Context: an optimization exercise on an open-source flow, tuned for small area, a short achievable clock period and few clock cycles per item. The choices shown serve that exercise and are no tape-out recipe.
The RTL was checked by simulation tests, not by an equivalence proof against the original design.
No activity file was given, so power comes from the tool's default toggle rates.

== run a ==
==> flow/design.v <==
`timescale 1ns/1ps
package query_pkg;
	localparam int NUM_PRED  = 8;       
	localparam int COL_W     = 32;
	localparam int BEAT_W    = 256;
	localparam int SEL_W     = $clog2(NUM_PRED);
	localparam int PRED_W    = 48;      
	localparam int TABLE_W   = 2 ** NUM_PRED;
	localparam int CNT_W     = 32;      
	localparam int REC_W     = NUM_PRED * COL_W;
	localparam int PREDS_LO  = 5;
	localparam int PREDS_HI  = NUM_PRED - PREDS_LO;
	localparam int CFG_W     = COL_W + SEL_W + 3;
	localparam int CHUNK_W   = 8;
	localparam int NUM_CHUNK = COL_W / CHUNK_W;
	localparam logic [7:0] OP_EQ = 8'd0;
	localparam logic [7:0] OP_NE = 8'd1;
	localparam logic [7:0] OP_LT = 8'd2;
	localparam logic [7:0] OP_GT = 8'd3;
	localparam logic [7:0] OP_LE = 8'd4;
	localparam logic [7:0] OP_GE = 8'd5;
	localparam int OP_LSB    = 0;
	localparam int COL_LSB   = 8;
	localparam int VALUE_LSB = 16;
endpackage
`timescale 1ns/1ps
module predicate_unit
(
	input  logic [query_pkg::CFG_W-1:0]     cfg,
	input  logic [query_pkg::REC_W-1:0]     rec,
	output logic [query_pkg::NUM_CHUNK-1:0] eq,
	output logic [query_pkg::NUM_CHUNK-1:0] lt
);
	localparam int COL_W     = query_pkg::COL_W;
	localparam int NUM_PRED  = query_pkg::NUM_PRED;
	localparam int CHUNK_W   = query_pkg::CHUNK_W;
	localparam int NUM_CHUNK = query_pkg::NUM_CHUNK;
	logic [COL_W-1:0]    value;
	logic [query_pkg::SEL_W-1:0] col;
	logic [COL_W-1:0]    col_val;
	assign value = cfg[0 +: COL_W];
	assign col   = cfg[COL_W +: query_pkg::SEL_W];
	assign col_val = rec[col*COL_W +: COL_W];
	for (genvar k = 0; k < NUM_CHUNK; k++)
	begin : g_chunk
		assign eq[k] = (col_val[k*CHUNK_W +: CHUNK_W] == value[k*CHUNK_W +: CHUNK_W]);
		assign lt[k] = (col_val[k*CHUNK_W +: CHUNK_W] <  value[k*CHUNK_W +: CHUNK_W]);
	end
endmodule
`timescale 1ns/1ps
module match_lookup
(
	input  logic                                              clk,
	input  logic                                              rst,
	input  logic                                              in_valid,
	input  logic                                              in_last,
	input  logic [query_pkg::NUM_PRED*query_pkg::NUM_CHUNK-1:0] eq,
	input  logic [query_pkg::NUM_PRED*query_pkg::NUM_CHUNK-1:0] lt,
	input  logic [query_pkg::NUM_PRED*query_pkg::CFG_W-1:0]   cfgs,
	input  logic [query_pkg::TABLE_W-1:0]                     table_bits,
	output logic                                              match_valid,
	output logic                                              match,
	output logic                                              query_done
);
	localparam int NUM_PRED  = query_pkg::NUM_PRED;
	localparam int NUM_CHUNK = query_pkg::NUM_CHUNK;
	localparam int CFG_W     = query_pkg::CFG_W;
	localparam int FLAG_LSB  = query_pkg::COL_W + query_pkg::SEL_W;
	localparam int LO_W  = NUM_PRED / 2;
	localparam int NUM_HI = 2 ** (NUM_PRED - LO_W);
	logic [NUM_PRED-1:0]        hits;
	logic [NUM_HI-1:0]          part;
	logic [NUM_HI-1:0]          part_r;
	logic [NUM_PRED-LO_W-1:0]   hi_r;
	logic                       valid_r;
	logic                       last_r;
	always_comb
	begin
		for (int p = 0; p < NUM_PRED; p++)
		begin
			logic e;
			logic l;
			e = 1'b1;
			l = 1'b0;
			for (int k = NUM_CHUNK - 1; k >= 0; k--)
			begin
				l = l | (e & lt[p*NUM_CHUNK + k]);
				e = e & eq[p*NUM_CHUNK + k];
			end
			hits[p] = ((cfgs[p*CFG_W + FLAG_LSB] & e) | (cfgs[p*CFG_W + FLAG_LSB + 1] & l)) ^
				cfgs[p*CFG_W + FLAG_LSB + 2];
		end
	end
	always_comb
	begin
		for (int j = 0; j < NUM_HI; j++)
			part[j] = table_bits[j*(2**LO_W) + hits[LO_W-1:0]];
	end
	always_ff @(posedge clk or negedge rst)
	begin
		if (!rst)
		begin
			valid_r     <= 1'b0;
			last_r      <= 1'b0;
			match_valid <= 1'b0;
			query_done  <= 1'b0;
		end
		else
		begin
			valid_r     <= in_valid;
			last_r      <= in_last;
			match_valid <= valid_r;
			query_done  <= valid_r && last_r;
		end
	end
	always_ff @(posedge clk)
	begin
		part_r <= part;
		hi_r   <= hits[NUM_PRED-1:LO_W];
		match  <= part_r[hi_r];
	end
endmodule
`timescale 1ns/1ps
module query_controller
(
	input  logic                                         clk,
	input  logic                                         rst,
	input  logic                                         cmd_pending,
	input  logic [query_pkg::BEAT_W-1:0]                 para_data,
	input  logic                                         rec_valid,
	output logic                                         para_rd,
	output logic                                         cmd_ack,
	output logic                                         query_active,
	output logic [query_pkg::NUM_PRED*query_pkg::CFG_W-1:0] cfgs,
	output logic [query_pkg::TABLE_W-1:0]                table_bits,
	output logic                                         stage_valid,
	output logic                                         stage_last
);
	localparam int PRED_W   = query_pkg::PRED_W;
	localparam int PREDS_LO = query_pkg::PREDS_LO;
	localparam int PREDS_HI = query_pkg::PREDS_HI;
	localparam int CNT_W    = query_pkg::CNT_W;
	localparam int TABLE_W  = query_pkg::TABLE_W;
	localparam int CFG_W    = query_pkg::CFG_W;
	localparam int COL_W    = query_pkg::COL_W;
	localparam int SEL_W    = query_pkg::SEL_W;
	logic [1:0]       beat;        
	logic             active;      
	logic             tail;        
	logic [CNT_W-1:0] cnt;         
	logic             accept;
	logic             pop_last;
	logic [1:0]       beat_n;
	logic             active_n;
	logic             tail_n;
	logic             fifo_ok_n;
	logic             can_pop_n;
	logic             rd_n;
	logic [3:0]       load;        
	function automatic logic [CFG_W-1:0] decode(input logic [PRED_W-1:0] p);
		logic [7:0] op;
		logic [7:0] col;
		logic       ok;
		logic       e;
		logic       l;
		logic       i;
		op  = p[query_pkg::OP_LSB +: 8];
		col = p[query_pkg::COL_LSB +: 8];
		ok  = (col < 8'(query_pkg::NUM_PRED)) && (op <= query_pkg::OP_GE);
		e   = ok && (op == query_pkg::OP_EQ || op == query_pkg::OP_NE ||
			op == query_pkg::OP_GT || op == query_pkg::OP_LE);
		l   = ok && (op == query_pkg::OP_LT || op == query_pkg::OP_GT ||
			op == query_pkg::OP_LE || op == query_pkg::OP_GE);
		i   = ok && (op == query_pkg::OP_NE || op == query_pkg::OP_GT ||
			op == query_pkg::OP_GE);
		decode = {i, l, e, col[SEL_W-1:0], p[query_pkg::VALUE_LSB +: COL_W]};
	endfunction
	assign query_active = active;
	assign accept       = rec_valid && active;
	assign pop_last     = para_rd && (beat == 2'd3);
	always_comb
	begin
		beat_n   = para_rd ? beat + 2'd1 : beat;
		active_n = active;
		tail_n   = tail;
		if (accept && tail)
		begin
			active_n = 1'b0;
			tail_n   = 1'b0;
		end
		else if (accept && (cnt == CNT_W'(2)))
			tail_n = 1'b1;
		if (pop_last)
		begin
			active_n = 1'b1;
			tail_n   = (cnt == CNT_W'(1));
		end
	end
	assign fifo_ok_n = (beat_n != 2'd0) || (cmd_pending && !pop_last);
	always_comb
	begin
		case (beat_n)
			2'd0:    can_pop_n = !active_n || tail_n;    
			2'd1:    can_pop_n = !active_n;              
			default: can_pop_n = 1'b1;
		endcase
	end
	assign rd_n = fifo_ok_n && can_pop_n;
	always_ff @(posedge clk or negedge rst)
	begin
		if (!rst)
		begin
			load        <= 4'd0;
			beat        <= 2'd0;
			active      <= 1'b0;
			tail        <= 1'b0;
			para_rd     <= 1'b0;
			cmd_ack     <= 1'b0;
			stage_valid <= 1'b0;
			stage_last  <= 1'b0;
		end
		else
		begin
			beat        <= beat_n;
			active      <= active_n;
			tail        <= tail_n;
			para_rd     <= rd_n;
			for (int b = 0; b < 4; b++)
				load[b] <= rd_n && (beat_n == 2'(b));
			cmd_ack     <= pop_last;
			stage_valid <= accept;
			stage_last  <= accept && tail;
		end
	end
	always_ff @(posedge clk)
	begin
		if (load[0])
			cnt <= para_data[CNT_W-1:0];
		else if (accept && !tail)
			cnt <= cnt - CNT_W'(1);
	end
	always_ff @(posedge clk)
	begin
		if (load[1])
			table_bits <= para_data[TABLE_W-1:0];
		if (load[2])
		begin
			for (int i = 0; i < PREDS_LO; i++)
				cfgs[i*CFG_W +: CFG_W] <= decode(para_data[i*PRED_W +: PRED_W]);
		end
		if (load[3])
		begin
			for (int i = 0; i < PREDS_HI; i++)
				cfgs[(PREDS_LO+i)*CFG_W +: CFG_W] <= decode(para_data[i*PRED_W +: PRED_W]);
		end
	end
endmodule
`timescale 1ns/1ps
module query_filter
(
	input  logic              clk,
	input  logic              rst,
	input  logic              cmd_pending,
	input  logic [query_pkg::BEAT_W-1:0] para_data,
	output logic              para_rd,
	output logic              cmd_ack,
	input  logic              rec_valid,
	input  logic [query_pkg::REC_W-1:0] rec_data,
	output logic              query_active,
	output logic              match_valid,
	output logic              match,
	output logic              query_done
);
	logic [query_pkg::NUM_PRED*query_pkg::CFG_W-1:0] cfgs;
	logic [query_pkg::TABLE_W-1:0] table_bits;
	logic                stage_valid;
	logic                stage_last;
	logic [query_pkg::NUM_PRED*query_pkg::NUM_CHUNK-1:0] eq;
	logic [query_pkg::NUM_PRED*query_pkg::NUM_CHUNK-1:0] lt;
	logic [query_pkg::NUM_PRED*query_pkg::NUM_CHUNK-1:0] eq_r;
	logic [query_pkg::NUM_PRED*query_pkg::NUM_CHUNK-1:0] lt_r;
	query_controller u_ctrl
	(
		.clk          (clk),
		.rst          (rst),
		.cmd_pending  (cmd_pending),
		.para_data    (para_data),
		.rec_valid    (rec_valid),
		.para_rd      (para_rd),
		.cmd_ack      (cmd_ack),
		.query_active (query_active),
		.cfgs         (cfgs),
		.table_bits   (table_bits),
		.stage_valid  (stage_valid),
		.stage_last   (stage_last)
	);
	for (genvar g = 0; g < query_pkg::NUM_PRED; g++)
	begin : g_pred
		predicate_unit u_pred
		(
			.cfg (cfgs[g*query_pkg::CFG_W +: query_pkg::CFG_W]),
			.rec (rec_data),
			.eq  (eq[g*query_pkg::NUM_CHUNK +: query_pkg::NUM_CHUNK]),
			.lt  (lt[g*query_pkg::NUM_CHUNK +: query_pkg::NUM_CHUNK])
		);
	end
	always_ff @(posedge clk)
	begin
		eq_r <= eq;
		lt_r <= lt;
	end
	match_lookup u_lookup
	(
		.clk          (clk),
		.rst          (rst),
		.in_valid     (stage_valid),
		.in_last      (stage_last),
		.eq           (eq_r),
		.lt           (lt_r),
		.cfgs         (cfgs),
		.table_bits   (table_bits),
		.match_valid  (match_valid),
		.match        (match),
		.query_done   (query_done)
	);
endmodule
Settings: LEC_CHECK=0, CAP_MARGIN=20, CORE_MARGIN=2, CORE_UTILIZATION=40, SETUP_SLACK_MARGIN=3.5, SLEW_MARGIN=20, TNS_END_PERCENT=5; clock period 6.0 ns.
standard.sh (not shown) runs the stock make flow with config.mk's settings and CLKGATE_MAP_FILE= SYNTH_SCRIPT=/design/flow/synth_recipe.tcl, a recipe that flattens the netlist after the stock synthesis.
==> flow/flow/run.sh <==
#!/bin/bash
# The standard layout (the standard.sh: standard synthesis, floorplan, place, CTS, route),
# with one change: the port buffers that placement inserts are plain buffers
# (sky130_fd_sc_hd__buf_1) rather than the delay cells buffer_ports picks by default.
# Every port still gets its own buffer. make's full output goes to standard.log; each
# ORFS step's own log is under orfs/logs/.
set -euo pipefail
export BUFFER_PORTS_ARGS="-buffer_cell sky130_fd_sc_hd__buf_1"
bash standard.sh > standard.log 2>&1
Testbench counts of run a, summed over its fixed seeds: cycles 14,439, items 13,240.
Inputs modified between run a and run b:
-- flow/design.v --
<<< run a, line 11
	localparam int PREDS_LO  = 5;
	localparam int PREDS_HI  = NUM_PRED - PREDS_LO;
	localparam int CFG_W     = COL_W + SEL_W + 3;
	localparam int CHUNK_W   = 8;
	localparam int NUM_CHUNK = COL_W / CHUNK_W;
	localparam logic [7:0] OP_EQ = 8'd0;
>>> run b, line 11
	localparam int PREDS_LO  = 5;
	localparam int PREDS_HI  = NUM_PRED - PREDS_LO;
	localparam int CFG_W     = COL_W + SEL_W + 3 + 2;
	localparam int CHUNK_W   = 4;
	localparam int NUM_CHUNK = COL_W / CHUNK_W;
	localparam logic [7:0] OP_EQ = 8'd0;
<<< run a, line 36
	localparam int CHUNK_W   = query_pkg::CHUNK_W;
	localparam int NUM_CHUNK = query_pkg::NUM_CHUNK;
	logic [COL_W-1:0]    value;
	logic [query_pkg::SEL_W-1:0] col;
	logic [COL_W-1:0]    col_val;
	assign value = cfg[0 +: COL_W];
	assign col   = cfg[COL_W +: query_pkg::SEL_W];
	assign col_val = rec[col*COL_W +: COL_W];
	for (genvar k = 0; k < NUM_CHUNK; k++)
	begin : g_chunk
		assign eq[k] = (col_val[k*CHUNK_W +: CHUNK_W] == value[k*CHUNK_W +: CHUNK_W]);
		assign lt[k] = (col_val[k*CHUNK_W +: CHUNK_W] <  value[k*CHUNK_W +: CHUNK_W]);
	end
endmodule
`timescale 1ns/1ps
>>> run b, line 36
	localparam int CHUNK_W   = query_pkg::CHUNK_W;
	localparam int NUM_CHUNK = query_pkg::NUM_CHUNK;
	logic [COL_W-1:0]            value;
	logic [query_pkg::SEL_W-1:0] col;
	logic                        use_eq;
	logic                        use_lt;
	logic [query_pkg::SEL_W-1:0] col_hi;
	logic [COL_W-1:0]            col_val;
	logic [NUM_CHUNK-1:0]        c_eq;
	logic [NUM_CHUNK-1:0]        c_lt;
	assign value  = cfg[0 +: COL_W];
	assign col    = cfg[COL_W +: query_pkg::SEL_W];
	assign use_eq = cfg[COL_W + query_pkg::SEL_W];
	assign use_lt = cfg[COL_W + query_pkg::SEL_W + 1];
	assign col_hi = {col[2], ~cfg[COL_W + query_pkg::SEL_W + 3 +: 2]};
	assign col_val = {rec[col_hi*COL_W + COL_W/2 +: COL_W/2], rec[col*COL_W +: COL_W/2]};
	for (genvar k = 0; k < NUM_CHUNK; k++)
	begin : g_chunk
		assign c_eq[k] = (col_val[k*CHUNK_W +: CHUNK_W] == value[k*CHUNK_W +: CHUNK_W]);
		assign c_lt[k] = (col_val[k*CHUNK_W +: CHUNK_W] <  value[k*CHUNK_W +: CHUNK_W]);
	end
	assign lt = {c_lt[NUM_CHUNK-1:1] & {(NUM_CHUNK-1){use_lt}},
		(use_lt & c_lt[0]) | (use_eq & c_eq[0])};
	assign eq = {c_eq[NUM_CHUNK-1:1], 1'b0};
endmodule
`timescale 1ns/1ps
<<< run a, line 67
	localparam int CFG_W     = query_pkg::CFG_W;
	localparam int FLAG_LSB  = query_pkg::COL_W + query_pkg::SEL_W;
	localparam int LO_W  = NUM_PRED / 2;
	localparam int NUM_HI = 2 ** (NUM_PRED - LO_W);
	logic [NUM_PRED-1:0]        hits;
>>> run b, line 78
	localparam int CFG_W     = query_pkg::CFG_W;
	localparam int FLAG_LSB  = query_pkg::COL_W + query_pkg::SEL_W;
	localparam int LO_W  = 3;
	localparam int NUM_HI = 2 ** (NUM_PRED - LO_W);
	logic [NUM_PRED-1:0]        hits;
<<< run a, line 79
		for (int p = 0; p < NUM_PRED; p++)
		begin
			logic e;
			logic l;
			e = 1'b1;
			l = 1'b0;
			for (int k = NUM_CHUNK - 1; k >= 0; k--)
			begin
				l = l | (e & lt[p*NUM_CHUNK + k]);
				e = e & eq[p*NUM_CHUNK + k];
			end
			hits[p] = ((cfgs[p*CFG_W + FLAG_LSB] & e) | (cfgs[p*CFG_W + FLAG_LSB + 1] & l)) ^
				cfgs[p*CFG_W + FLAG_LSB + 2];
		end
	end
>>> run b, line 90
		for (int p = 0; p < NUM_PRED; p++)
		begin
			logic r;
			r = lt[p*NUM_CHUNK];
			for (int k = 1; k < NUM_CHUNK; k++)
				r = lt[p*NUM_CHUNK + k] | (eq[p*NUM_CHUNK + k] & r);
			hits[p] = r ^ cfgs[p*CFG_W + FLAG_LSB + 2];
		end
	end
<<< run a, line 174
		i   = ok && (op == query_pkg::OP_NE || op == query_pkg::OP_GT ||
			op == query_pkg::OP_GE);
		decode = {i, l, e, col[SEL_W-1:0], p[query_pkg::VALUE_LSB +: COL_W]};
	endfunction
	assign query_active = active;
>>> run b, line 179
		i   = ok && (op == query_pkg::OP_NE || op == query_pkg::OP_GT ||
			op == query_pkg::OP_GE);
		decode = {~col[1:0], i, l, e, col[SEL_W-1:0], p[query_pkg::VALUE_LSB +: COL_W]};
	endfunction
	assign query_active = active;
Findings:
- Fraction of the mapped netlist area in adder cells in run b is 0.46 points lower than in run a
- The headroom to the max-slew limit in run b sits 3.2 points above the value recorded for run a.
- On slack of the worst reg-to-reg path: run b sits above run a.
- Run b reports its top power group as combinational cells while run a reports sequential cells.
- Against run a, run b reports a achievable clock frequency that is higher.
- Sequential power delta for run b relative to run a: about 43% higher
- [compare] base=run a new=run b: delay of the slowest cell on the worst path shows an increase of 0.15 ns; share of synthesized cell area in and, or, nand and nor gates shows an increase of 1.0 points.
- Compared to run a, run b shows a wider setup margin.
- What run b reported for total of clock buffers placed in the layout has to be multiplied by 0.915 to get the figure for run a.
Testbench counts of run b, summed over its fixed seeds: cycles 14,439, items 13,240.

[static timing again, ports no longer ideal]
Ports are ideal in the flow. The routed layouts listed here were re-timed in OpenROAD. Step 1 (the two cells are an assumption about what drives the block):
set clk [get_ports {clk}]
set_driving_cell -lib_cell sky130_fd_sc_hd__clkbuf_16 $clk
set_driving_cell -lib_cell sky130_fd_sc_hd__buf_2 [delete_from_list [all_inputs] $clk]
Step 2 moves the port delays by t, midway between the first and last clock arrival at a register: inputs arrive t later, outputs are due t later. That takes back most of the time a late clock gives input paths. a / b / c = ideal / step 1 / step 2; a / b = the first two.
run | t (ns) | setup slack, ns | worst setup path at the end
run a | 0.729 | 3.238 / 3.225 / 2.496 | input to register
run b | 0.753 | 3.334 / 3.334 / 2.711 | input to register
After both steps setup and hold are still met in every run listed. For run a, which loses most, drivers alone change the setup slack by -0.013 ns; drivers and shift together by -0.742 ns.
